Source: an optimization exercise on an open RTL-to-GDS flow (aim: small area, a short achievable clock period and few clock cycles). Production flows keep margins and buffers that such runs may drop. Only simulation tests tie the RTL to the original design; equivalence was not proved.

==> inputs of v19 <==
// mp_seq_core
module mp_seq_core (
  input  wire logic          clk,
  input  wire logic          rst,
  input  wire logic          bus_sel,
  input  wire logic          bus_wr,
  input  wire logic [15:0]   bus_addr,
  input  wire logic [31:0]   bus_din,
  output logic [31:0]        bus_dout,
  output logic               o_interrupt_out
);
export LEC_CHECK = 0
export CAP_MARGIN = 5
export CORE_MARGIN = 2
export CORE_UTILIZATION = 30
export GPL_ROUTABILITY_DRIVEN = 1
export GPL_TIMING_DRIVEN = 1
export PLACE_DENSITY = 0.42
export SETUP_SLACK_MARGIN = 5.0
export SLEW_MARGIN = 5
create_clock -name core_clock -period 9.0 [get_ports {clk}]
run.sh (not shown) runs the stock make flow with config.mk's settings and CLKGATE_MAP_FILE= SYNTH_SCRIPT=/design/flow/synth_recipe.tcl, a recipe that flattens the netlist after the stock synthesis.
==> v12: changes against v19 <==
--- a/flow/design.v
+++ b/flow/design.v
@@ -34,13 +34,12 @@
   logic [15:0] r_ir;           
   logic        r_e_alu;        
   logic        r_e_mul;        
   logic        r_e_add;        
   logic        r_e_sub, r_e_and, r_e_or, r_e_xor;
   logic        r_wr_now;       
-  logic [15:0] r_we1h;         
   logic [3:0]  r_edst;
   logic [31:0] r_oa;
   logic [31:0] r_ob;           
   logic [1:0]  r_mph;          
   logic [31:0] r_acc_s;
   logic [31:0] r_acc_c;
@@ -173,13 +172,13 @@
   logic [15:0] w_core_we;
   logic [31:0] w_lo_hi_e, w_lo_hi_o;
   logic [15:0] w_inst_we, w_data_we;
   logic [31:0] w_wdata_e, w_wdata_o;
   always_comb begin
     for (int i = 0; i < 16; i++) begin
-      w_core_we[i] = r_wr_now && r_we1h[i];
+      w_core_we[i] = r_wr_now && ((r_edst == 4'(i)) || (r_e_mul && (r_edst + 4'd1 == 4'(i))));
       w_inst_we[i] = w_bus_wr && !r_busy && w_inst_hit && (bus_addr[3:0] == 4'(i));
       w_data_we[i] = r_busy ? w_core_we[i]
                             : (w_bus_wr && w_data_hit && (bus_addr[3:0] == 4'(i)));
     end
   end
   assign w_lo_hi_e = r_edst[0] ? w_hi : w_lo;
@@ -344,15 +343,12 @@
       r_acc_s  <= '0;
       r_acc_c  <= '0;
       r_acc_ci <= 1'b0;
     end
     if (w_r_move) begin
       r_edst  <= r_ir[11:8];
-      for (int i = 0; i < 16; i++) begin
-        r_we1h[i] <= (w_rdst == 4'(i)) || ((w_rop == c_op_mul) && (w_rdst + 4'd1 == 4'(i)));
-      end
       r_oa   <= w_s1;
       r_ob   <= (w_rop == c_op_sub) ? ~w_s2 : w_s2;
     end else if (w_mul_acc) begin
       r_ob   <= {11'd0, r_ob[31:11]};
     end
     r_low_s <= e0s[10:0];
Settings changed: CTS_CLUSTER_DIAMETER from default to 60, CTS_CLUSTER_SIZE from default to 25, PLACE_DENSITY 0.42 to 0.5.
==> v36: changes against v19 <==
--- a/flow/design.v
+++ b/flow/design.v
@@ -34,13 +34,12 @@
   logic [15:0] r_ir;           
   logic        r_e_alu;        
   logic        r_e_mul;        
   logic        r_e_add;        
   logic        r_e_sub, r_e_and, r_e_or, r_e_xor;
   logic        r_wr_now;       
-  logic [15:0] r_we1h;         
   logic [3:0]  r_edst;
   logic [31:0] r_oa;
   logic [31:0] r_ob;           
   logic [1:0]  r_mph;          
   logic [31:0] r_acc_s;
   logic [31:0] r_acc_c;
@@ -173,13 +172,13 @@
   logic [15:0] w_core_we;
   logic [31:0] w_lo_hi_e, w_lo_hi_o;
   logic [15:0] w_inst_we, w_data_we;
   logic [31:0] w_wdata_e, w_wdata_o;
   always_comb begin
     for (int i = 0; i < 16; i++) begin
-      w_core_we[i] = r_wr_now && r_we1h[i];
+      w_core_we[i] = r_wr_now && ((r_edst == 4'(i)) || (r_e_mul && (r_edst + 4'd1 == 4'(i))));
       w_inst_we[i] = w_bus_wr && !r_busy && w_inst_hit && (bus_addr[3:0] == 4'(i));
       w_data_we[i] = r_busy ? w_core_we[i]
                             : (w_bus_wr && w_data_hit && (bus_addr[3:0] == 4'(i)));
     end
   end
   assign w_lo_hi_e = r_edst[0] ? w_hi : w_lo;
@@ -344,15 +343,12 @@
       r_acc_s  <= '0;
       r_acc_c  <= '0;
       r_acc_ci <= 1'b0;
     end
     if (w_r_move) begin
       r_edst  <= r_ir[11:8];
-      for (int i = 0; i < 16; i++) begin
-        r_we1h[i] <= (w_rdst == 4'(i)) || ((w_rop == c_op_mul) && (w_rdst + 4'd1 == 4'(i)));
-      end
       r_oa   <= w_s1;
       r_ob   <= (w_rop == c_op_sub) ? ~w_s2 : w_s2;
     end else if (w_mul_acc) begin
       r_ob   <= {11'd0, r_ob[31:11]};
     end
     r_low_s <= e0s[10:0];
Settings changed: CTS_CLUSTER_DIAMETER from default to 60, CTS_CLUSTER_SIZE from default to 25.
==> results.toml <==
[critical_path]
reg2regPathDepth = 12
rr_endpoint = "r_ob[4]"
critical_path.endpoint = "r_ob[4]"

[layout]
nMultiInputCombCells = 3911
layout.nets = 6820
diodes = 14
multi_input_area_um2 = 33190

[die]
die_h_um = 490.1

[outcome]
run_status = "timing/DRC/antenna clean"
That was v12.
==> results.toml <==
[route]
wl_met2_um = 159500
viasPerCell = 6.167

[die]
initial_core_util_pct = 30.14

[pwr]
peakVddDrop_mv = 0.1608

[critical_path]
cp-start-kind = "primary input"
reg2regPathDepth = 13
cp_num_cells = 7

[synth]
synthMuxAreaShare_pct = 1.894

[outcome]
run_status = "timing/DRC/antenna clean"

[layout]
multi_input_area_um2 = 33180
layout.nets = 6825
nMultiInputCombCells = 3918
diodes = 9
That was v36.
==> results.toml <==
[layout]
diodes = 11
multi_input_area_um2 = 32760
nMultiInputCombCells = 3879

[critical_path]
rr_endpoint = "r_ob[29]"
critical_path.endpoint = "r_data[8][13]"
reg2regPathDepth = 12

[outcome]
run_status = "timing/DRC/antenna clean"

[die]
die_h_um = 491.6
That was v19.
Testbench counts of v19, summed over its fixed seeds: cycles 25,985.
Testbench counts of v12, summed over its fixed seeds: cycles 25,985.
Testbench counts of v36, summed over its fixed seeds: cycles 25,985.

==> what the ideal ports hide <==
How much do the figures lean on ideal ports? The routed layouts below were timed once more, with nothing changed but the port constraints.
Step 1 (the two cells are an assumption about what drives the block):
set clk [get_ports {clk}]
set_driving_cell -lib_cell sky130_fd_sc_hd__clkbuf_16 $clk
set_driving_cell -lib_cell sky130_fd_sc_hd__buf_2 [delete_from_list [all_inputs] $clk]
Step 2 also shifts input and output timing later by t, the mid clock arrival at the registers, as if the neighbouring blocks saw the same clock.
Slacks: no drivers / after step 1 / after step 2; pairs: no drivers / after step 1.
run | t, ns | setup WS [ns] | worst setup path at the end | slew at the worst register clock pin (ns) | cell pins on the clock port's net
v19 | 0.917 | 4.884 / 4.947 / 4.030 | input to register | 0.07 / 0.07 | 1
v12 | 0.891 | 4.904 / 4.904 / 4.101 | input to register | 0.09 / 0.09 | 1
v36 | 0.901 | 4.932 / 4.924 / 4.046 | input to register | 0.10 / 0.10 | 1
After both steps every run listed still meets setup and hold. For v36, which loses most, drivers alone change the setup slack by -0.008 ns; drivers and shift together by -0.886 ns.
